From an optimization exercise on the open Yosys and OpenROAD flow, aimed at small area; shortcuts taken in it are not production practice.
Where RTL was checked, it was by simulation tests only, not by an equivalence proof against the original.
Function not checked in run 2: the RTL went through the layout flow alone.

## flow/design.v (module list and top-level ports; edited modules follow where they fit)
// module dsp_mac: 437 lines
// module mac_fa: 10 lines
// module mac_ha: 9 lines
// module fir_decim_top: 177 lines
module fir_decim_top(
    input  wire logic                                       clk,
    input  wire logic                                       reset,
    input  wire logic                                       sample_in_rdy,
    input  wire logic signed [fir_decim_pkg::SAMPLE_W-1:0] sample_in_l,
    input  wire logic signed [fir_decim_pkg::SAMPLE_W-1:0] sample_in_r,
    output logic                                            sample_out_rdy,
    output logic      signed [fir_decim_pkg::SAMPLE_W-1:0] sample_out_l,
    output logic      signed [fir_decim_pkg::SAMPLE_W-1:0] sample_out_r,
    output logic                                            overrun,
    output logic                                            init_done
);
  // ...
==> flow/flow/run.sh <==
#!/bin/bash
# The standard layout (the standard.sh, synthesis included), except that
# - the port buffers are the smallest buffer, sky130_fd_sc_hd__buf_1
# - clock tree synthesis inserts no dummy loads (same clustering and buffer
#   as config.mk's CTS settings otherwise)
# All of make's output (every tool's log) goes to standard.log here; ORFS
# also keeps each step's own log under orfs/logs.
set -euo pipefail
export BUFFER_PORTS_ARGS="-buffer_cell sky130_fd_sc_hd__buf_1"
export CTS_ARGS="-sink_clustering_enable -repair_clock_nets -sink_clustering_size 30 -sink_clustering_max_diameter 110 -buf_list sky130_fd_sc_hd__clkbuf_16 -dont_use_dummy_load"
bash standard.sh > standard.log 2>&1
==> flow/standard.sh <==
#!/bin/bash
# synth_recipe.tcl (not shown) runs the flow's synth.tcl, then flattens the netlist and writes it again
# the make line also repeats each setting of config.mk as NAME=value (left out here)
make -C /OpenROAD-flow-scripts/flow DESIGN_CONFIG=/design/flow/config.mk WORK_HOME=/design/flow/orfs CLKGATE_MAP_FILE= SYNTH_SCRIPT=/design/flow/synth_recipe.tcl "${@:-finish}"
==> flow/config.mk <==
export PLATFORM = sky130hd
export DESIGN_NAME = fir_decim_top
export DESIGN_NICKNAME = fir_decim_top
export VERILOG_FILES = /design/flow/design.v
export SDC_FILE = /design/flow/constraint.sdc
export NUM_CORES = 4
export LEC_CHECK = 0
export ABC_AREA = 1
export CAP_MARGIN = 20
export CORE_MARGIN = 2
export CORE_UTILIZATION = 55
export CTS_BUF_LIST = sky130_fd_sc_hd__clkbuf_16
export CTS_CLUSTER_DIAMETER = 110
export CTS_CLUSTER_SIZE = 30
export PLACE_DENSITY = 0.7
export SLEW_MARGIN = 20
export SYNTH_HIERARCHICAL = 1
export SYNTH_MINIMUM_KEEP_SIZE = 0
==> flow/constraint.sdc <==
create_clock -name core_clock -period 10.0 [get_ports {clk}]
set_input_delay 2.0000 -clock core_clock [delete_from_list [all_inputs] [get_ports {clk}]]
set_output_delay 2.0000 -clock core_clock [all_outputs]
set_load 0.01 [all_outputs]
==> reports/summary.txt, run 1 <==
Met2 Track Usage GR: 0.469
DRC: 0
Highest routed metal layer: met5
Reg2reg setup slack: 1.0 ns
Pin count of the biggest net entering global routing: 79
Multi-In Gates: 1738
Post-synth top flop: dfxtp_1
Yosys cell types: 50
Post-route insts no fill: 3494
Placed cell area: 0.0311 mm2
Status: timing/DRC/antenna clean
Register area: 0.0134 mm2
Worst Hold Class: reg2reg
Worst path cell trace: inv_1 > o22ai_1 > a21oi_1 > fa_1 > fa_1 > fa_1 > fa_1 > fa_1 > ha_1 > fa_1 > fa_1 > fa_1 > fa_1 > fa_1 > fa_1 > fa_1 > fa_1 > fa_1 > fa_1 > fa_1 > nand3_2 > nand2_4 > ha_1 > xor2_1
Post_cts resized: 0
Worst path top cell family by delay: adder cells
Largest family of logic cells by synthesized area: adder cells
Metal2 WL: 37.6 mm
Synth Area in XOR/XNOR: 0.00957
Slew HR: 0.223
Commonest non-fill, non-tap cell in the layout: fa_1
DR WL met3: 7.58 mm
CP Capture Type: register
Worst slack, placed: 0.864 ns
CTS sink count: 562
Fraction of area in registers: 0.422
Site Rows: 85
GRT Overall Usage: 0.312
Bufs w/o clock: 155
Slew Limit Fails: 0
Multiplexer area fraction after synthesis: 0.0135
Final HPWL DP: 64.6 mm
Total CTS buffers: 24
Layout area overhead: 5.37%
M1 WL: 37.6 mm
Ys async rst share: 0.114
Post-CTS Setup Bufs: 0
CTS clock-pin slew for the worst setup and hold paths: 0.11 ns
Simple-gate share of the synthesized area: 0.0812
Tap cell count: 696
Boundary pin count: 78
==> run 2: changes to the inputs <==
--- a/flow/design.v
+++ b/flow/design.v
@@ -89,17 +89,17 @@
 `default_nettype none
 module dsp_mac (
     input  wire logic [35:0] acc,
     input  wire logic [17:0] x,
     input  wire logic [30:0] sel,
     output logic      [35:0] sum
 );
     logic [17:0] xn;
-    logic g0_0, g0_1, g0_2, g0_3, g0_4, g0_5, g0_6, g0_7, g0_8, g0_9, g0_10, g0_11, g0_12, g0_13, g0_14, g0_15, g0_16, g0_17, g0_18, cor0, g1_0, g1_1, g1_2, g1_3, g1_4, g1_5, g1_6, g1_7, g1_8, g1_9, g1_10, g1_11, g1_12, g1_13, g1_14, g1_15, g1_16, g1_17, g1_18, cor1, g2_0, g2_1, g2_2, g2_3, g2_4, g2_5, g2_6, g2_7, g2_8, g2_9, g2_10, g2_11, g2_12, g2_13, g2_14, g2_15, g2_16, g2_17, g2_18, cor2, g3_0, g3_1, g3_2, g3_3, g3_4, g3_5, g3_6, g3_7, g3_8, g3_9, g3_10, g3_11, g3_12, g3_13, g3_14, g3_15, g3_16, g3_17, g3_18, cor3, g4_0, g4_1, g4_2, g4_3, g4_4, g4_5, g4_6, g4_7, g4_8, g4_9, g4_10, g4_11, g4_12, g4_13, g4_14, g4_15, g4_16, g4_17, g4_18, cor4, g5_0, g5_1, g5_2, g5_3, g5_4, g5_5, g5_6, g5_7, g5_8, g5_9, g5_10, g5_11, g5_12, g5_13, g5_14, g5_15, g5_16, g5_17, g5_18, cor5, g6_0, g6_1, g6_2, g6_3, g6_4, g6_5, g6_6, g6_7, g6_8, g6_9, g6_10, g6_11, g6_12, g6_13, g6_14, g6_15, g6_16, g6_17, g6_18, cor6, g7_0, g7_1, g7_2, g7_3, g7_4, g7_5, g7_6, g7_7, g7_8, g7_9, g7_10, g7_11, g7_12, g7_13, g7_14, g7_15, g7_16, g7_17, g7_18, cor7, s1, c2, s3, c4, s5, c6, s7, c8, s9, c10, s11, c12, s13, c14, s15, c16, s17, c18, s19, c20, s21, c22, s23, c24, s25, c26, s27, c28, s29, c30, s31, c32, s33, c34, s35, c36, s37, c38, s39, c40, s41, c42, s43, c44, s45, c46, s47, c48, s49, c50, s51, c52, s53, c54, s55, c56, s57, c58, s59, c60, s61, c62, s63, c64, s65, c66, s67, c68, s69, c70, s71, c72, s73, c74, s75, c76, s77, c78, s79, c80, s81, c82, s83, c84, s85, c86, s87, c88, s89, c90, s91, c92, s93, c94, s95, c96, s97, c98, s99, c100, s101, c102, s103, c104, s105, c106, s107, c108, s109, c110, s111, c112, s113, c114, s115, c116, s117, c118, s119, c120, s121, c122, s123, c124, s125, c126, s127, c128, s129, c130, s131, c132, s133, c134, s135, c136, s137, c138, s139, c140, s141, c142, s143, c144, s145, c146, s147, c148, s149, c150, s151, c152, s153, c154, s155, c156, s157, c158, s159, c160, s161, c162, s163, c164, s165, c166, s167, c168, s169, c170, s171, c172, s173, c174, s175, c176, s177, c178, s179, c180, s181, c182, s183, c184, s185, c186, s187, c188, s189, c190, s191, c192, s193, c194, s195, c196, s197, c198, s199, c200, s201, c202, s203, c204, s205, c206, s207, c208, s209, c210, s211, c212, s213, c214, s215, c216, s217, c218, s219, c220, s221, c222, s223, c224, s225, c226, s227, c228, s229, c230, s231, c232, s233, c234, s235, c236, s237, c238, s239, c240, s241, c242, s243, c244, s245, c246, s247, c248, s249, c250, s251, c252, s253, c254, s255, c256, s257, c258, s259, c260, s261, c262, s263, c264, s265, c266, s267, c268, s269, c270, s271, c272, s273, c274, s275, c276, s277, c278, s279, c280, s281, c282, s283, c284, s285, c286, s287, c288, s289, c290, s291, c292, s293, c294, s295, c296, s297, c298, s299, c300, s301, c302, s303, c304, s305, c306, s307, c308, s309, c310, s311, c312, s313, c314, s315, c316, s317, c318, s319, c320, s321, c322, s323, c324, r325, r326, r327, r328, r329, r330, r331, r332, r333, r334, r335, r336, r337, r338, r339, r340, t341, r342, t343, r344, t345, r346, t347, r348, t349, r350, t351, r352, t353, r354, t355, r356, t357, r358, t359, r360, t361, r362, t363, r364, p365, q366, p367, q368, p369, q370, p371, q372, p373, q374, p375, q376, p377, q378, p379, q380, p381, q382, p383, q384, p385, q386, p387, k388, t389, r390, t391, r392, t393, r394, t395, r396, t397, r398, t399, r400, t401, r402, t403, p404, q405, p406, q407, p408, q409, p410, q411, p412, q413, p414, q415, p416, q417;
+    logic g0_0, g0_1, g0_2, g0_3, g0_4, g0_5, g0_6, g0_7, g0_8, g0_9, g0_10, g0_11, g0_12, g0_13, g0_14, g0_15, g0_16, g0_17, g0_18, cor0, g1_0, g1_1, g1_2, g1_3, g1_4, g1_5, g1_6, g1_7, g1_8, g1_9, g1_10, g1_11, g1_12, g1_13, g1_14, g1_15, g1_16, g1_17, g1_18, cor1, g2_0, g2_1, g2_2, g2_3, g2_4, g2_5, g2_6, g2_7, g2_8, g2_9, g2_10, g2_11, g2_12, g2_13, g2_14, g2_15, g2_16, g2_17, g2_18, cor2, g3_0, g3_1, g3_2, g3_3, g3_4, g3_5, g3_6, g3_7, g3_8, g3_9, g3_10, g3_11, g3_12, g3_13, g3_14, g3_15, g3_16, g3_17, g3_18, cor3, g4_0, g4_1, g4_2, g4_3, g4_4, g4_5, g4_6, g4_7, g4_8, g4_9, g4_10, g4_11, g4_12, g4_13, g4_14, g4_15, g4_16, g4_17, g4_18, cor4, g5_0, g5_1, g5_2, g5_3, g5_4, g5_5, g5_6, g5_7, g5_8, g5_9, g5_10, g5_11, g5_12, g5_13, g5_14, g5_15, g5_16, g5_17, cor5, g6_0, g6_1, g6_2, g6_3, g6_4, g6_5, g6_6, g6_7, g6_8, g6_9, g6_10, g6_11, g6_12, g6_13, g6_14, g6_15, g6_16, g6_17, g6_18, cor6, g7_0, g7_1, g7_2, g7_3, g7_4, g7_5, g7_6, g7_7, g7_8, g7_9, g7_10, g7_11, g7_12, g7_13, g7_14, g7_15, g7_16, g7_17, g7_18, cor7, s1, c2, s3, c4, s5, c6, s7, c8, s9, c10, s11, c12, s13, c14, s15, c16, s17, c18, s19, c20, s21, c22, s23, c24, s25, c26, s27, c28, s29, c30, s31, c32, s33, c34, s35, c36, s37, c38, s39, c40, s41, c42, s43, c44, s45, c46, s47, c48, s49, c50, s51, c52, s53, c54, s55, c56, s57, c58, s59, c60, s61, c62, s63, c64, s65, c66, s67, c68, s69, c70, s71, c72, s73, c74, s75, c76, s77, c78, s79, c80, s81, c82, s83, c84, s85, c86, s87, c88, s89, c90, s91, c92, s93, c94, s95, c96, s97, c98, s99, c100, s101, c102, s103, c104, s105, c106, s107, c108, s109, c110, s111, c112, s113, c114, s115, c116, s117, c118, s119, c120, s121, c122, s123, c124, s125, c126, s127, c128, s129, c130, s131, c132, s133, c134, s135, c136, s137, c138, s139, c140, s141, c142, s143, c144, s145, c146, s147, c148, s149, c150, s151, c152, s153, c154, s155, c156, s157, c158, s159, c160, s161, c162, s163, c164, s165, c166, s167, c168, s169, c170, s171, c172, s173, c174, s175, c176, s177, c178, s179, c180, s181, c182, s183, c184, s185, c186, s187, c188, s189, c190, s191, c192, s193, c194, s195, c196, s197, c198, s199, c200, s201, c202, s203, c204, s205, c206, s207, c208, s209, c210, s211, c212, s213, c214, s215, c216, s217, c218, s219, c220, s221, c222, s223, c224, s225, c226, s227, c228, s229, c230, s231, c232, s233, c234, s235, c236, s237, c238, s239, c240, s241, c242, s243, c244, s245, c246, s247, c248, s249, c250, s251, c252, s253, c254, s255, c256, s257, c258, s259, c260, s261, c262, s263, c264, s265, c266, s267, c268, s269, c270, s271, c272, s273, c274, s275, c276, s277, c278, s279, c280, s281, c282, s283, c284, s285, c286, s287, c288, s289, c290, s291, c292, s293, c294, s295, c296, s297, c298, s299, c300, s301, c302, s303, c304, s305, c306, s307, c308, s309, c310, s311, c312, s313, c314, s315, c316, s317, c318, s319, c320, s321, c322, r323, r324, r325, r326, r327, r328, r329, r330, r331, r332, r333, r334, r335, r336, r337, r338, r339, t340, r341, t342, r343, t344, r345, t346, r347, t348, r349, t350, r351, t352, r353, t354, r355, t356, r357, t358, r359, t360, r361, t362, r363, p364, q365, p366, q367, p368, q369, p370, q371, p372, q373, p374, q375, p376, q377, p378, q379, p380, q381, p382, q383, p384, q385, p386, k387, t388, r389, t390, r391, t392, r393, t394, r395, t396, r397, t398, r399, t400, p401, q402, p403, q404, p405, q406, p407, q408, p409, q410, p411, q412;
     assign xn = ~x;
     assign g0_0 = ~((sel[0] & x[0]) | (sel[1] & xn[0]) | sel[2]);
     assign g0_1 = ~((sel[0] & x[1]) | (sel[1] & xn[1]) | (sel[2] & xn[0]));
     assign g0_2 = ~((sel[0] & x[2]) | (sel[1] & xn[2]) | (sel[2] & xn[1]));
     assign g0_3 = ~((sel[0] & x[3]) | (sel[1] & xn[3]) | (sel[2] & xn[2]));
     assign g0_4 = ~((sel[0] & x[4]) | (sel[1] & xn[4]) | (sel[2] & xn[3]));
     assign g0_5 = ~((sel[0] & x[5]) | (sel[1] & xn[5]) | (sel[2] & xn[4]));
     assign g0_6 = ~((sel[0] & x[6]) | (sel[1] & xn[6]) | (sel[2] & xn[5]));
@@ -208,18 +208,17 @@
     assign g5_9 = ~((sel[20] & x[9]) | (sel[21] & xn[9]));
     assign g5_10 = ~((sel[20] & x[10]) | (sel[21] & xn[10]));
     assign g5_11 = ~((sel[20] & x[11]) | (sel[21] & xn[11]));
     assign g5_12 = ~((sel[20] & x[12]) | (sel[21] & xn[12]));
     assign g5_13 = ~((sel[20] & x[13]) | (sel[21] & xn[13]));
     assign g5_14 = ~((sel[20] & x[14]) | (sel[21] & xn[14]));
     assign g5_15 = ~((sel[20] & x[15]) | (sel[21] & xn[15]));
     assign g5_16 = ~((sel[20] & x[16]) | (sel[21] & xn[16]));
-    assign g5_17 = ~((sel[20] & x[17]) | (sel[21] & xn[17]));
-    assign g5_18 = (sel[20] & x[17]) | (sel[21] & xn[17]);
+    assign g5_17 = (sel[20] & x[17]) | (sel[21] & xn[17]);
     assign cor5 = ~sel[22];
     assign g6_0 = ~((sel[23] & x[0]) | (sel[24] & xn[0]) | sel[25]);
     assign g6_1 = ~((sel[23] & x[1]) | (sel[24] & xn[1]) | (sel[25] & xn[0]));
     assign g6_2 = ~((sel[23] & x[2]) | (sel[24] & xn[2]) | (sel[25] & xn[1]));
     assign g6_3 = ~((sel[23] & x[3]) | (sel[24] & xn[3]) | (sel[25] & xn[2]));
     assign g6_4 = ~((sel[23] & x[4]) | (sel[24] & xn[4]) | (sel[25] & xn[3]));
     assign g6_5 = ~((sel[23] & x[5]) | (sel[24] & xn[5]) | (sel[25] & xn[4]));
     assign g6_6 = ~((sel[23] & x[6]) | (sel[24] & xn[6]) | (sel[25] & xn[5]));
@@ -348,186 +347,182 @@
     mac_fa u_fa80 (.a(g6_11), .b(g7_9), .c(c86), .s(s169), .co(c170));
     mac_fa u_fa81 (.a(c88), .b(s89), .c(s91), .s(s171), .co(c172));
     mac_fa u_fa82 (.a(g5_14), .b(g6_12), .c(g7_10), .s(s173), .co(c174));
     mac_fa u_fa83 (.a(c90), .b(c92), .c(s93), .s(s175), .co(c176));
     mac_fa u_fa84 (.a(g4_17), .b(g5_15), .c(g6_13), .s(s177), .co(c178));
     mac_fa u_fa85 (.a(g7_11), .b(c94), .c(s95), .s(s179), .co(c180));
     mac_fa u_fa86 (.a(acc[26]), .b(g4_18), .c(g5_16), .s(s181), .co(c182));
     mac_fa u_fa87 (.a(g6_14), .b(g7_12), .c(c96), .s(s183), .co(c184));
-    assign s185 = ~(acc[27] ^ g5_17);
-    assign c186 = acc[27] | g5_17;
-    mac_ha u_ha88 (.a(g6_15), .b(g7_13), .s(s187), .co(c188));
-    mac_fa u_fa89 (.a(acc[28]), .b(g5_18), .c(g6_16), .s(s189), .co(c190));
-    assign s191 = ~acc[29];
-    assign c192 = acc[29];
-    mac_ha u_ha90 (.a(acc[2]), .b(g0_2), .s(s193), .co(c194));
-    mac_ha u_ha91 (.a(acc[3]), .b(g0_3), .s(s195), .co(c196));
-    mac_fa u_fa92 (.a(g1_2), .b(g2_0), .c(cor2), .s(s197), .co(c198));
-    mac_fa u_fa93 (.a(g1_3), .b(g2_1), .c(c98), .s(s199), .co(c200));
-    mac_fa u_fa94 (.a(cor3), .b(c100), .c(s101), .s(s201), .co(c202));
-    mac_fa u_fa95 (.a(c102), .b(c104), .c(s105), .s(s203), .co(c204));
-    mac_fa u_fa96 (.a(c106), .b(c108), .c(s109), .s(s205), .co(c206));
-    mac_fa u_fa97 (.a(c110), .b(c112), .c(s113), .s(s207), .co(c208));
-    mac_fa u_fa98 (.a(c114), .b(c116), .c(s117), .s(s209), .co(c210));
-    mac_fa u_fa99 (.a(c118), .b(c120), .c(s121), .s(s211), .co(c212));
-    mac_fa u_fa100 (.a(c122), .b(c124), .c(s125), .s(s213), .co(c214));
-    mac_fa u_fa101 (.a(c126), .b(c128), .c(s129), .s(s215), .co(c216));
-    mac_fa u_fa102 (.a(c130), .b(c132), .c(s133), .s(s217), .co(c218));
-    mac_fa u_fa103 (.a(c134), .b(c136), .c(s137), .s(s219), .co(c220));
-    mac_fa u_fa104 (.a(c138), .b(c140), .c(s141), .s(s221), .co(c222));
-    mac_fa u_fa105 (.a(c142), .b(c144), .c(s145), .s(s223), .co(c224));
-    mac_fa u_fa106 (.a(c146), .b(c148), .c(s149), .s(s225), .co(c226));
-    mac_fa u_fa107 (.a(c150), .b(c152), .c(s153), .s(s227), .co(c228));
-    mac_fa u_fa108 (.a(c154), .b(c156), .c(s157), .s(s229), .co(c230));
-    mac_fa u_fa109 (.a(c158), .b(c160), .c(s161), .s(s231), .co(c232));
-    mac_fa u_fa110 (.a(c162), .b(c164), .c(s165), .s(s233), .co(c234));
-    mac_fa u_fa111 (.a(c166), .b(c168), .c(s169), .s(s235), .co(c236));
-    mac_fa u_fa112 (.a(c170), .b(c172), .c(s173), .s(s237), .co(c238));
-    mac_fa u_fa113 (.a(c174), .b(c176), .c(s177), .s(s239), .co(c240));
-    mac_fa u_fa114 (.a(c178), .b(c180), .c(s181), .s(s241), .co(c242));
-    mac_fa u_fa115 (.a(c182), .b(c184), .c(s185), .s(s243), .co(c244));
-    mac_fa u_fa116 (.a(g7_14), .b(c186), .c(c188), .s(s245), .co(c246));
-    mac_fa u_fa117 (.a(g6_17), .b(g7_15), .c(c190), .s(s247), .co(c248));
-    mac_fa u_fa118 (.a(acc[30]), .b(g6_18), .c(g7_16), .s(s249), .co(c250));
-    assign s251 = ~acc[31];
-    assign c252 = acc[31];
-    mac_ha u_ha119 (.a(acc[0]), .b(g0_0), .s(s253), .co(c254));
-    mac_ha u_ha120 (.a(acc[1]), .b(g0_1), .s(s255), .co(c256));
-    mac_fa u_fa121 (.a(g1_0), .b(cor1), .c(s193), .s(s257), .co(c258));
-    mac_fa u_fa122 (.a(g1_1), .b(c194), .c(s195), .s(s259), .co(c260));
-    mac_fa u_fa123 (.a(s97), .b(c196), .c(s197), .s(s261), .co(c262));
-    mac_fa u_fa124 (.a(s99), .b(c198), .c(s199), .s(s263), .co(c264));
-    mac_fa u_fa125 (.a(s103), .b(c200), .c(s201), .s(s265), .co(c266));
-    mac_fa u_fa126 (.a(s107), .b(c202), .c(s203), .s(s267), .co(c268));
-    mac_fa u_fa127 (.a(s111), .b(c204), .c(s205), .s(s269), .co(c270));
-    mac_fa u_fa128 (.a(s115), .b(c206), .c(s207), .s(s271), .co(c272));
-    mac_fa u_fa129 (.a(s119), .b(c208), .c(s209), .s(s273), .co(c274));
-    mac_fa u_fa130 (.a(s123), .b(c210), .c(s211), .s(s275), .co(c276));
-    mac_fa u_fa131 (.a(s127), .b(c212), .c(s213), .s(s277), .co(c278));
-    mac_fa u_fa132 (.a(s131), .b(c214), .c(s215), .s(s279), .co(c280));
-    mac_fa u_fa133 (.a(s135), .b(c216), .c(s217), .s(s281), .co(c282));
-    mac_fa u_fa134 (.a(s139), .b(c218), .c(s219), .s(s283), .co(c284));
-    mac_fa u_fa135 (.a(s143), .b(c220), .c(s221), .s(s285), .co(c286));
-    mac_fa u_fa136 (.a(s147), .b(c222), .c(s223), .s(s287), .co(c288));
-    mac_fa u_fa137 (.a(s151), .b(c224), .c(s225), .s(s289), .co(c290));
-    mac_fa u_fa138 (.a(s155), .b(c226), .c(s227), .s(s291), .co(c292));
-    mac_fa u_fa139 (.a(s159), .b(c228), .c(s229), .s(s293), .co(c294));
-    mac_fa u_fa140 (.a(s163), .b(c230), .c(s231), .s(s295), .co(c296));
-    mac_fa u_fa141 (.a(s167), .b(c232), .c(s233), .s(s297), .co(c298));
-    mac_fa u_fa142 (.a(s171), .b(c234), .c(s235), .s(s299), .co(c300));
-    mac_fa u_fa143 (.a(s175), .b(c236), .c(s237), .s(s301), .co(c302));
-    mac_fa u_fa144 (.a(s179), .b(c238), .c(s239), .s(s303), .co(c304));
-    mac_fa u_fa145 (.a(s183), .b(c240), .c(s241), .s(s305), .co(c306));
+    mac_fa u_fa88 (.a(acc[27]), .b(g5_17), .c(g6_15), .s(s185), .co(c186));
+    assign s187 = ~acc[28];
+    assign c188 = acc[28];
+    assign s189 = ~acc[29];
+    assign c190 = acc[29];
+    mac_ha u_ha89 (.a(acc[2]), .b(g0_2), .s(s191), .co(c192));
+    mac_ha u_ha90 (.a(acc[3]), .b(g0_3), .s(s193), .co(c194));
+    mac_fa u_fa91 (.a(g1_2), .b(g2_0), .c(cor2), .s(s195), .co(c196));
+    mac_fa u_fa92 (.a(g1_3), .b(g2_1), .c(c98), .s(s197), .co(c198));
+    mac_fa u_fa93 (.a(cor3), .b(c100), .c(s101), .s(s199), .co(c200));
+    mac_fa u_fa94 (.a(c102), .b(c104), .c(s105), .s(s201), .co(c202));
+    mac_fa u_fa95 (.a(c106), .b(c108), .c(s109), .s(s203), .co(c204));
+    mac_fa u_fa96 (.a(c110), .b(c112), .c(s113), .s(s205), .co(c206));
+    mac_fa u_fa97 (.a(c114), .b(c116), .c(s117), .s(s207), .co(c208));
+    mac_fa u_fa98 (.a(c118), .b(c120), .c(s121), .s(s209), .co(c210));
+    mac_fa u_fa99 (.a(c122), .b(c124), .c(s125), .s(s211), .co(c212));
+    mac_fa u_fa100 (.a(c126), .b(c128), .c(s129), .s(s213), .co(c214));
+    mac_fa u_fa101 (.a(c130), .b(c132), .c(s133), .s(s215), .co(c216));
+    mac_fa u_fa102 (.a(c134), .b(c136), .c(s137), .s(s217), .co(c218));
+    mac_fa u_fa103 (.a(c138), .b(c140), .c(s141), .s(s219), .co(c220));
+    mac_fa u_fa104 (.a(c142), .b(c144), .c(s145), .s(s221), .co(c222));
+    mac_fa u_fa105 (.a(c146), .b(c148), .c(s149), .s(s223), .co(c224));
+    mac_fa u_fa106 (.a(c150), .b(c152), .c(s153), .s(s225), .co(c226));
+    mac_fa u_fa107 (.a(c154), .b(c156), .c(s157), .s(s227), .co(c228));
+    mac_fa u_fa108 (.a(c158), .b(c160), .c(s161), .s(s229), .co(c230));
+    mac_fa u_fa109 (.a(c162), .b(c164), .c(s165), .s(s231), .co(c232));
+    mac_fa u_fa110 (.a(c166), .b(c168), .c(s169), .s(s233), .co(c234));
+    mac_fa u_fa111 (.a(c170), .b(c172), .c(s173), .s(s235), .co(c236));
+    mac_fa u_fa112 (.a(c174), .b(c176), .c(s177), .s(s237), .co(c238));
+    mac_fa u_fa113 (.a(c178), .b(c180), .c(s181), .s(s239), .co(c240));
+    mac_fa u_fa114 (.a(g7_13), .b(c182), .c(c184), .s(s241), .co(c242));
+    mac_fa u_fa115 (.a(g6_16), .b(g7_14), .c(c186), .s(s243), .co(c244));
+    mac_fa u_fa116 (.a(g6_17), .b(g7_15), .c(c188), .s(s245), .co(c246));
+    mac_fa u_fa117 (.a(acc[30]), .b(g6_18), .c(g7_16), .s(s247), .co(c248));
+    assign s249 = ~acc[31];
+    assign c250 = acc[31];
+    mac_ha u_ha118 (.a(acc[0]), .b(g0_0), .s(s251), .co(c252));
+    mac_ha u_ha119 (.a(acc[1]), .b(g0_1), .s(s253), .co(c254));
+    mac_fa u_fa120 (.a(g1_0), .b(cor1), .c(s191), .s(s255), .co(c256));
+    mac_fa u_fa121 (.a(g1_1), .b(c192), .c(s193), .s(s257), .co(c258));
+    mac_fa u_fa122 (.a(s97), .b(c194), .c(s195), .s(s259), .co(c260));
+    mac_fa u_fa123 (.a(s99), .b(c196), .c(s197), .s(s261), .co(c262));
+    mac_fa u_fa124 (.a(s103), .b(c198), .c(s199), .s(s263), .co(c264));
+    mac_fa u_fa125 (.a(s107), .b(c200), .c(s201), .s(s265), .co(c266));
+    mac_fa u_fa126 (.a(s111), .b(c202), .c(s203), .s(s267), .co(c268));
+    mac_fa u_fa127 (.a(s115), .b(c204), .c(s205), .s(s269), .co(c270));
+    mac_fa u_fa128 (.a(s119), .b(c206), .c(s207), .s(s271), .co(c272));
+    mac_fa u_fa129 (.a(s123), .b(c208), .c(s209), .s(s273), .co(c274));
+    mac_fa u_fa130 (.a(s127), .b(c210), .c(s211), .s(s275), .co(c276));
+    mac_fa u_fa131 (.a(s131), .b(c212), .c(s213), .s(s277), .co(c278));
+    mac_fa u_fa132 (.a(s135), .b(c214), .c(s215), .s(s279), .co(c280));
+    mac_fa u_fa133 (.a(s139), .b(c216), .c(s217), .s(s281), .co(c282));
+    mac_fa u_fa134 (.a(s143), .b(c218), .c(s219), .s(s283), .co(c284));
+    mac_fa u_fa135 (.a(s147), .b(c220), .c(s221), .s(s285), .co(c286));
+    mac_fa u_fa136 (.a(s151), .b(c222), .c(s223), .s(s287), .co(c288));
+    mac_fa u_fa137 (.a(s155), .b(c224), .c(s225), .s(s289), .co(c290));
+    mac_fa u_fa138 (.a(s159), .b(c226), .c(s227), .s(s291), .co(c292));
+    mac_fa u_fa139 (.a(s163), .b(c228), .c(s229), .s(s293), .co(c294));
+    mac_fa u_fa140 (.a(s167), .b(c230), .c(s231), .s(s295), .co(c296));
+    mac_fa u_fa141 (.a(s171), .b(c232), .c(s233), .s(s297), .co(c298));
+    mac_fa u_fa142 (.a(s175), .b(c234), .c(s235), .s(s299), .co(c300));
+    mac_fa u_fa143 (.a(s179), .b(c236), .c(s237), .s(s301), .co(c302));
+    mac_fa u_fa144 (.a(s183), .b(c238), .c(s239), .s(s303), .co(c304));
+    mac_fa u_fa145 (.a(s185), .b(c240), .c(s241), .s(s305), .co(c306));
     mac_fa u_fa146 (.a(s187), .b(c242), .c(s243), .s(s307), .co(c308));
     mac_fa u_fa147 (.a(s189), .b(c244), .c(s245), .s(s309), .co(c310));
-    mac_fa u_fa148 (.a(s191), .b(c246), .c(s247), .s(s311), .co(c312));
-    mac_fa u_fa149 (.a(c192), .b(c248), .c(s249), .s(s313), .co(c314));
-    mac_fa u_fa150 (.a(g7_17), .b(c250), .c(s251), .s(s315), .co(c316));
-    mac_fa u_fa151 (.a(acc[32]), .b(g7_18), .c(c252), .s(s317), .co(c318));
-    assign s319 = ~acc[33];
-    assign c320 = acc[33];
-    assign s321 = ~acc[34];
-    assign c322 = acc[34];
-    assign s323 = ~acc[35];
-    assign c324 = acc[35];
-    mac_ha u_ha152 (.a(cor0), .b(s253), .s(sum[0]), .co(r325));
-    mac_fa u_fa153 (.a(c254), .b(s255), .c(r325), .s(sum[1]), .co(r326));
-    mac_fa u_fa154 (.a(c256), .b(s257), .c(r326), .s(sum[2]), .co(r327));
-    mac_fa u_fa155 (.a(c258), .b(s259), .c(r327), .s(sum[3]), .co(r328));
-    mac_fa u_fa156 (.a(c260), .b(s261), .c(r328), .s(sum[4]), .co(r329));
-    mac_fa u_fa157 (.a(c262), .b(s263), .c(r329), .s(sum[5]), .co(r330));
-    mac_fa u_fa158 (.a(c264), .b(s265), .c(r330), .s(sum[6]), .co(r331));
-    mac_fa u_fa159 (.a(c266), .b(s267), .c(r331), .s(sum[7]), .co(r332));
-    mac_fa u_fa160 (.a(c268), .b(s269), .c(r332), .s(sum[8]), .co(r333));
-    mac_fa u_fa161 (.a(c270), .b(s271), .c(r333), .s(sum[9]), .co(r334));
-    mac_fa u_fa162 (.a(c272), .b(s273), .c(r334), .s(sum[10]), .co(r335));
-    mac_fa u_fa163 (.a(c274), .b(s275), .c(r335), .s(sum[11]), .co(r336));
-    mac_fa u_fa164 (.a(c276), .b(s277), .c(r336), .s(sum[12]), .co(r337));
-    mac_fa u_fa165 (.a(c278), .b(s279), .c(r337), .s(sum[13]), .co(r338));
-    mac_fa u_fa166 (.a(c280), .b(s281), .c(r338), .s(sum[14]), .co(r339));
-    mac_fa u_fa167 (.a(c282), .b(s283), .c(r339), .s(sum[15]), .co(r340));
-    mac_ha u_ha168 (.a(c284), .b(s285), .s(t341), .co(r342));
-    mac_fa u_fa169 (.a(c286), .b(s287), .c(r342), .s(t343), .co(r344));
-    mac_fa u_fa170 (.a(c288), .b(s289), .c(r344), .s(t345), .co(r346));
-    mac_fa u_fa171 (.a(c290), .b(s291), .c(r346), .s(t347), .co(r348));
-    mac_fa u_fa172 (.a(c292), .b(s293), .c(r348), .s(t349), .co(r350));
-    mac_fa u_fa173 (.a(c294), .b(s295), .c(r350), .s(t351), .co(r352));
-    mac_fa u_fa174 (.a(c296), .b(s297), .c(r352), .s(t353), .co(r354));
-    mac_fa u_fa175 (.a(c298), .b(s299), .c(r354), .s(t355), .co(r356));
-    mac_fa u_fa176 (.a(c300), .b(s301), .c(r356), .s(t357), .co(r358));
-    mac_fa u_fa177 (.a(c302), .b(s303), .c(r358), .s(t359), .co(r360));
-    mac_fa u_fa178 (.a(c304), .b(s305), .c(r360), .s(t361), .co(r362));
-    mac_fa u_fa179 (.a(c306), .b(s307), .c(r362), .s(t363), .co(r364));
-    assign sum[16] = t341 ^ r340;
-    assign p365 = t341;
-    assign q366 = r340 & p365;
-    assign sum[17] = t343 ^ q366;
-    assign p367 = p365 & t343;
-    assign q368 = r340 & p367;
-    assign sum[18] = t345 ^ q368;
-    assign p369 = p367 & t345;
-    assign q370 = r340 & p369;
-    assign sum[19] = t347 ^ q370;
-    assign p371 = p369 & t347;
-    assign q372 = r340 & p371;
-    assign sum[20] = t349 ^ q372;
-    assign p373 = p371 & t349;
-    assign q374 = r340 & p373;
-    assign sum[21] = t351 ^ q374;
-    assign p375 = p373 & t351;
-    assign q376 = r340 & p375;
-    assign sum[22] = t353 ^ q376;
-    assign p377 = p375 & t353;
-    assign q378 = r340 & p377;
-    assign sum[23] = t355 ^ q378;
-    assign p379 = p377 & t355;
-    assign q380 = r340 & p379;
-    assign sum[24] = t357 ^ q380;
-    assign p381 = p379 & t357;
-    assign q382 = r340 & p381;
-    assign sum[25] = t359 ^ q382;
-    assign p383 = p381 & t359;
-    assign q384 = r340 & p383;
-    assign sum[26] = t361 ^ q384;
-    assign p385 = p383 & t361;
-    assign q386 = r340 & p385;
-    assign sum[27] = t363 ^ q386;
-    assign p387 = p385 & t363;
-    assign k388 = r364 | (r340 & p387);
-    mac_ha u_ha180 (.a(c308), .b(s309), .s(t389), .co(r390));
-    mac_fa u_fa181 (.a(c310), .b(s311), .c(r390), .s(t391), .co(r392));
-    mac_fa u_fa182 (.a(c312), .b(s313), .c(r392), .s(t393), .co(r394));
-    mac_fa u_fa183 (.a(c314), .b(s315), .c(r394), .s(t395), .co(r396));
-    mac_fa u_fa184 (.a(c316), .b(s317), .c(r396), .s(t397), .co(r398));
-    mac_fa u_fa185 (.a(c318), .b(s319), .c(r398), .s(t399), .co(r400));
-    mac_fa u_fa186 (.a(c320), .b(s321), .c(r400), .s(t401), .co(r402));
-    assign t403 = c322 ^ s323 ^ r402;
-    assign sum[28] = t389 ^ k388;
-    assign p404 = t389;
-    assign q405 = k388 & p404;
-    assign sum[29] = t391 ^ q405;
-    assign p406 = p404 & t391;
-    assign q407 = k388 & p406;
-    assign sum[30] = t393 ^ q407;
-    assign p408 = p406 & t393;
-    assign q409 = k388 & p408;
-    assign sum[31] = t395 ^ q409;
-    assign p410 = p408 & t395;
-    assign q411 = k388 & p410;
-    assign sum[32] = t397 ^ q411;
-    assign p412 = p410 & t397;
-    assign q413 = k388 & p412;
-    assign sum[33] = t399 ^ q413;
-    assign p414 = p412 & t399;
-    assign q415 = k388 & p414;
-    assign sum[34] = t401 ^ q415;
-    assign p416 = p414 & t401;
-    assign q417 = k388 & p416;
-    assign sum[35] = t403 ^ q417;
+    mac_fa u_fa148 (.a(c190), .b(c246), .c(s247), .s(s311), .co(c312));
+    mac_fa u_fa149 (.a(g7_17), .b(c248), .c(s249), .s(s313), .co(c314));
+    mac_fa u_fa150 (.a(acc[32]), .b(g7_18), .c(c250), .s(s315), .co(c316));
+    assign s317 = ~acc[33];
+    assign c318 = acc[33];
+    assign s319 = ~acc[34];
+    assign c320 = acc[34];
+    assign s321 = ~acc[35];
+    assign c322 = acc[35];
+    mac_ha u_ha151 (.a(cor0), .b(s251), .s(sum[0]), .co(r323));
+    mac_fa u_fa152 (.a(c252), .b(s253), .c(r323), .s(sum[1]), .co(r324));
+    mac_fa u_fa153 (.a(c254), .b(s255), .c(r324), .s(sum[2]), .co(r325));
+    mac_fa u_fa154 (.a(c256), .b(s257), .c(r325), .s(sum[3]), .co(r326));
+    mac_fa u_fa155 (.a(c258), .b(s259), .c(r326), .s(sum[4]), .co(r327));
+    mac_fa u_fa156 (.a(c260), .b(s261), .c(r327), .s(sum[5]), .co(r328));
+    mac_fa u_fa157 (.a(c262), .b(s263), .c(r328), .s(sum[6]), .co(r329));
+    mac_fa u_fa158 (.a(c264), .b(s265), .c(r329), .s(sum[7]), .co(r330));
+    mac_fa u_fa159 (.a(c266), .b(s267), .c(r330), .s(sum[8]), .co(r331));
+    mac_fa u_fa160 (.a(c268), .b(s269), .c(r331), .s(sum[9]), .co(r332));
+    mac_fa u_fa161 (.a(c270), .b(s271), .c(r332), .s(sum[10]), .co(r333));
+    mac_fa u_fa162 (.a(c272), .b(s273), .c(r333), .s(sum[11]), .co(r334));
+    mac_fa u_fa163 (.a(c274), .b(s275), .c(r334), .s(sum[12]), .co(r335));
+    mac_fa u_fa164 (.a(c276), .b(s277), .c(r335), .s(sum[13]), .co(r336));
+    mac_fa u_fa165 (.a(c278), .b(s279), .c(r336), .s(sum[14]), .co(r337));
+    mac_fa u_fa166 (.a(c280), .b(s281), .c(r337), .s(sum[15]), .co(r338));
+    mac_fa u_fa167 (.a(c282), .b(s283), .c(r338), .s(sum[16]), .co(r339));
+    mac_ha u_ha168 (.a(c284), .b(s285), .s(t340), .co(r341));
+    mac_fa u_fa169 (.a(c286), .b(s287), .c(r341), .s(t342), .co(r343));
+    mac_fa u_fa170 (.a(c288), .b(s289), .c(r343), .s(t344), .co(r345));
+    mac_fa u_fa171 (.a(c290), .b(s291), .c(r345), .s(t346), .co(r347));
+    mac_fa u_fa172 (.a(c292), .b(s293), .c(r347), .s(t348), .co(r349));
+    mac_fa u_fa173 (.a(c294), .b(s295), .c(r349), .s(t350), .co(r351));
+    mac_fa u_fa174 (.a(c296), .b(s297), .c(r351), .s(t352), .co(r353));
+    mac_fa u_fa175 (.a(c298), .b(s299), .c(r353), .s(t354), .co(r355));
+    mac_fa u_fa176 (.a(c300), .b(s301), .c(r355), .s(t356), .co(r357));
+    mac_fa u_fa177 (.a(c302), .b(s303), .c(r357), .s(t358), .co(r359));
+    mac_fa u_fa178 (.a(c304), .b(s305), .c(r359), .s(t360), .co(r361));
+    mac_fa u_fa179 (.a(c306), .b(s307), .c(r361), .s(t362), .co(r363));
+    assign sum[17] = t340 ^ r339;
+    assign p364 = t340;
+    assign q365 = r339 & p364;
+    assign sum[18] = t342 ^ q365;
+    assign p366 = p364 & t342;
+    assign q367 = r339 & p366;
+    assign sum[19] = t344 ^ q367;
+    assign p368 = p366 & t344;
+    assign q369 = r339 & p368;
+    assign sum[20] = t346 ^ q369;
+    assign p370 = p368 & t346;
+    assign q371 = r339 & p370;
+    assign sum[21] = t348 ^ q371;
+    assign p372 = p370 & t348;
+    assign q373 = r339 & p372;
+    assign sum[22] = t350 ^ q373;
+    assign p374 = p372 & t350;
+    assign q375 = r339 & p374;
+    assign sum[23] = t352 ^ q375;
+    assign p376 = p374 & t352;
+    assign q377 = r339 & p376;
+    assign sum[24] = t354 ^ q377;
+    assign p378 = p376 & t354;
+    assign q379 = r339 & p378;
+    assign sum[25] = t356 ^ q379;
+    assign p380 = p378 & t356;
+    assign q381 = r339 & p380;
+    assign sum[26] = t358 ^ q381;
+    assign p382 = p380 & t358;
+    assign q383 = r339 & p382;
+    assign sum[27] = t360 ^ q383;
+    assign p384 = p382 & t360;
+    assign q385 = r339 & p384;
+    assign sum[28] = t362 ^ q385;
+    assign p386 = p384 & t362;
+    assign k387 = r363 | (r339 & p386);
+    mac_ha u_ha180 (.a(c308), .b(s309), .s(t388), .co(r389));
+    mac_fa u_fa181 (.a(c310), .b(s311), .c(r389), .s(t390), .co(r391));
+    mac_fa u_fa182 (.a(c312), .b(s313), .c(r391), .s(t392), .co(r393));
+    mac_fa u_fa183 (.a(c314), .b(s315), .c(r393), .s(t394), .co(r395));
+    mac_fa u_fa184 (.a(c316), .b(s317), .c(r395), .s(t396), .co(r397));
+    mac_fa u_fa185 (.a(c318), .b(s319), .c(r397), .s(t398), .co(r399));
+    assign t400 = c320 ^ s321 ^ r399;
+    assign sum[29] = t388 ^ k387;
+    assign p401 = t388;
+    assign q402 = k387 & p401;
+    assign sum[30] = t390 ^ q402;
+    assign p403 = p401 & t390;
+    assign q404 = k387 & p403;
+    assign sum[31] = t392 ^ q404;
+    assign p405 = p403 & t392;
+    assign q406 = k387 & p405;
+    assign sum[32] = t394 ^ q406;
+    assign p407 = p405 & t394;
+    assign q408 = k387 & p407;
+    assign sum[33] = t396 ^ q408;
+    assign p409 = p407 & t396;
+    assign q410 = k387 & p409;
+    assign sum[34] = t398 ^ q410;
+    assign p411 = p409 & t398;
+    assign q412 = k387 & p411;
+    assign sum[35] = t400 ^ q412;
 endmodule
 module mac_fa (
     input  wire logic a,
     input  wire logic b,
     input  wire logic c,
     output logic      s,
     output logic      co
 );
==> flow/config.mk (replaced) <==
export PLATFORM = sky130hd
export DESIGN_NAME = fir_decim_top
export DESIGN_NICKNAME = fir_decim_top
export VERILOG_FILES = /design/flow/design.v
export SDC_FILE = /design/flow/constraint.sdc
export NUM_CORES = 4
export LEC_CHECK = 0
export ABC_AREA = 1
export CAP_MARGIN = 20
export CORE_MARGIN = 2
export CORE_UTILIZATION = 40
export CTS_BUF_LIST = sky130_fd_sc_hd__clkbuf_16
export CTS_CLUSTER_DIAMETER = 110
export CTS_CLUSTER_SIZE = 30
export SLEW_MARGIN = 20
export SYNTH_HIERARCHICAL = 1
export SYNTH_MINIMUM_KEEP_SIZE = 0
==> run 2 against run 1 <==
Maximum frequency is 3.6% lower. Die area is 36% higher. Critical path type unchanged. Clock-buffer cell count stayed put. Clock skew is 0.040 ns lower. Critical endpoint is now ring_l[3][30].
==> reports/summary.txt, run 2 <==
Synth Instances: 2785
Vias per cell: 5.55
Ratio of cells with drive above 1 in the final layout: 0.0713
Via count: 20800
Critical path fanouts, max: 21
Worst EP required: 10.45 ns
Initial antenna violation count: 2
Placed cell area: 0.0313 mm2 (+0.61%)
Initial DRC Count: 2432
Sequential-to-total area share from yosys stat: 0.447
Final hold slack: 0.269 ns
WL/cell: 24.0 um
Worst Tran Pin Value: 1.04 ns
Signal arrival time at the worst endpoint: 9.80 ns
Maximum clock rate: 107 MHz
Post-Syn Nets: 3232
Drt first pass iters: 6
Boundary pin count: 78 (unchanged)
Setup TNS: 0 ns
Detail Route Antenna Nets: 0
Status: timing/DRC/antenna clean
Post-synth top flop: dfxtp_1
Cell count of the worst reg-to-reg path: 27
Worst Clk Skew: 0.0644 ns
Clock root cell: clkbuf_16
DRC: 0 (unchanged)
Crit path launch type: register
Yosys cell types: 49 (-2.0%)
Post_cts resized: 0 (unchanged)
Mean Syn Cell Area: 10.7 um2
Synth area leaders: fa_1 22%, dfxtp_1 21%, edfxtp_1 18%
Post-synth EDFFs: 180
Layout area overhead: 6.51%
Site Rows: 100 (+18%)
GPL Wtd Cong: 0.994
Final HPWL DP: 66.3 mm (+2.7%)
CTS clock-pin slew for the worst setup and hold paths: 0.12 ns (about the same)
Setup violators final: 0
Yosys top cell by area: fa_1
Number of fill cells: 7073
Slew Limit Fails: 0 (unchanged)
Post-CTS Setup Bufs: 0 (unchanged)
Flops & latches, synth: 562
Synth warn: 13
Total CTS buffers: 24 (unchanged)
CTS sink count: 562 (unchanged)
Pin count of the biggest net entering global routing: 65 (-18%)
Final #Nets: 3227
H-tree depth: 1
Mapped cell area: 0.0299 mm2
Worst Hold Class: reg2reg
GRT Overall Usage: 0.235 (-0.0775)
Die Wd: 277 um
Final instance area: 0.0319 mm2
Hold Crit Depth: 0
Post-synth top cells: 326 x fa_1, 324 x nand2_1, 318 x dfxtp_1
Ys async rst share: 0.114 (unchanged)
First-pass GRT wire length: 136 mm
Largest regs: q x144, ring_l x144, ring_r x144
Fin. Hold Viols: 0
Synth top area share: 0.218
Vias in the first global route: 21600
Commonest non-fill, non-tap cells in the layout: 326 x fa_1, 323 x nand2_1, 315 x dfxtp_1
Worst-skew pair later-pin latency: 0.61 ns
DIE AREA: 0.0770 mm2
Count leader, synth: fa_1
Die Span Y: 277 um
Initial core utilization: 0.403
Post-Route WL: 89.9 mm
GR Overflow Total: 0
Fin crit share: 0.934
TritonCTS clock tree: done
Slew HR: 0.308 (+0.0847)
RSZ-0062 raised after global routing: no
Ant. Diodes: 0
CTS Hold Bufs: 0
Core area: 0.0742 mm2
Min Clock Period, post-route: 9.34 ns
Commonest non-fill, non-tap cell in the layout: fa_1
Max Cap Violations: 0
IO Port Bufs: 77
Max Root-Sink Buffers: 3
CP Capture Type: register
Critical path type: reg2reg
[run 2: changes by cell type after synthesis, sizes merged, moves of 4 or more]
cell,delta
buf,-10
clkbuf,+12
ha,-4
inv,-8
nand2,-4
nor2,-6
o21ai,+6
xnor2,-4
xor2,+4
[run 2: per-module statistics from Yosys (local to each module, per instance)]
module,flip-flops and latches,area [um2],times used
mac_ha,0,12.5,44
mac_fa,0,20.0,326
dsp_mac,0,2500,2
fir_decim_top,562,17800,1
[run 2: path summary, 6_finish.rpt]
kind | start | endpoint | slack [ns]
max | xr[20] | ring_l[3][30] | 0.66
min | ring_r[1][19] | ring_r[0][19] | 0.27
max reg2reg | xr[20] | ring_l[3][30] | 0.66
min reg2reg | ring_r[1][19] | ring_r[0][19] | 0.27
max in group asynchronous | reset | qv[3] | 7.72
min in group asynchronous | reset | sample_out_l[1] | 1.65
[run 2: final cells by class]
class,count,area [um2],area share
multi-input cells,1724,14600,0.459
flip-flops and latches,562,13400,0.420
well taps,969,1210,0.0381
inverters,313,1180,0.0370
repair buffers,155,875,0.0275
clock buffers,24,601,0.0189
[run 2: kinds of logic (layout without fill, tap and decap cells)]
kind of cell | count (synthesis) | in the layout | synth area share
compound gates | 709 | 709 | 0.133
xor+xnor | 32 | 32 | 0.00962
fa+ha+maj | 408 | 408 | 0.252
buf+inv | 499 | 492 | 0.0651
flops | 562 | 562 | 0.447
mux | 36 | 36 | 0.0136
simple gates | 539 | 539 | 0.0789
[run 2: routing by layer]
layer,track usage,up-vias,routed length [um]
li1,-,9255,-
met1,0.326,10400,38500
met2,0.368,960,40400
met3,0.0425,186,7260
met4,0.0868,2,3740
met5,0,-,13
[run 2: through the flow]
stage	std cells	util	setup WS, ns
2_1_floorplan	2785	-	1.50
5_1_grt	3747	0.429	0.333
3_5_place_dp	3723	0.421	0.797
4_1_cts	3747	0.429	0.726
3_3_place_gp	3723	0.421	0.913
6_report	3747	0.429	0.656
[run 2: worst max-delay path: stages (launching register included)]
cell	delay (ns)
edfxtp_1	0.85
nor2_1	0.12
a221oi_1	0.32
ha_1	0.32
fa_1	0.49
fa_1	0.45
fa_1	0.43
fa_1	0.41
fa_1	0.43
fa_1	0.40
fa_1	0.40
fa_1	0.40
fa_1	0.39
fa_1	0.40
fa_1	0.40
fa_1	0.40
fa_1	0.39
fa_1	0.39
fa_1	0.39
fa_1	0.45
inv_1	0.15
nor2_4	0.08
nand2_4	0.09
nor2_4	0.05
nand3_2	0.06
nand2_2	0.13
ha_1	0.23
xor2_1	0.16

## port drivers added, routing unchanged
No port has a modelled driver above. Below, the same layouts with a new extraction and two added sets of constraints. Step 1 (the two cells are an assumption about what drives the block):
set clk [get_ports {clk}]
set_driving_cell -lib_cell sky130_fd_sc_hd__clkbuf_16 $clk
set_driving_cell -lib_cell sky130_fd_sc_hd__buf_2 [delete_from_list [all_inputs] $clk]
Step 2, shift: input delay + t, output delay - t, t = (earliest + latest rising clock arrival at the registers) / 2. This alone moves slack from input paths to output paths. Slacks: ideal / step 1 / step 2; pairs: ideal / step 1.
run	t, ns	setup WS [ns]	worst hold slack (ns)	slew at the worst register clock pin (ns)	worst slew at a driven data input, ns
run 1	0.644	0.995 / 0.995 / 0.995	0.311 / 0.311 / 0.311	0.12 / 0.12	0.04
run 2	0.641	0.656 / 0.656 / 0.656	0.269 / 0.269 / 0.269	0.12 / 0.12	0.03
After both steps every run listed still meets setup and hold.
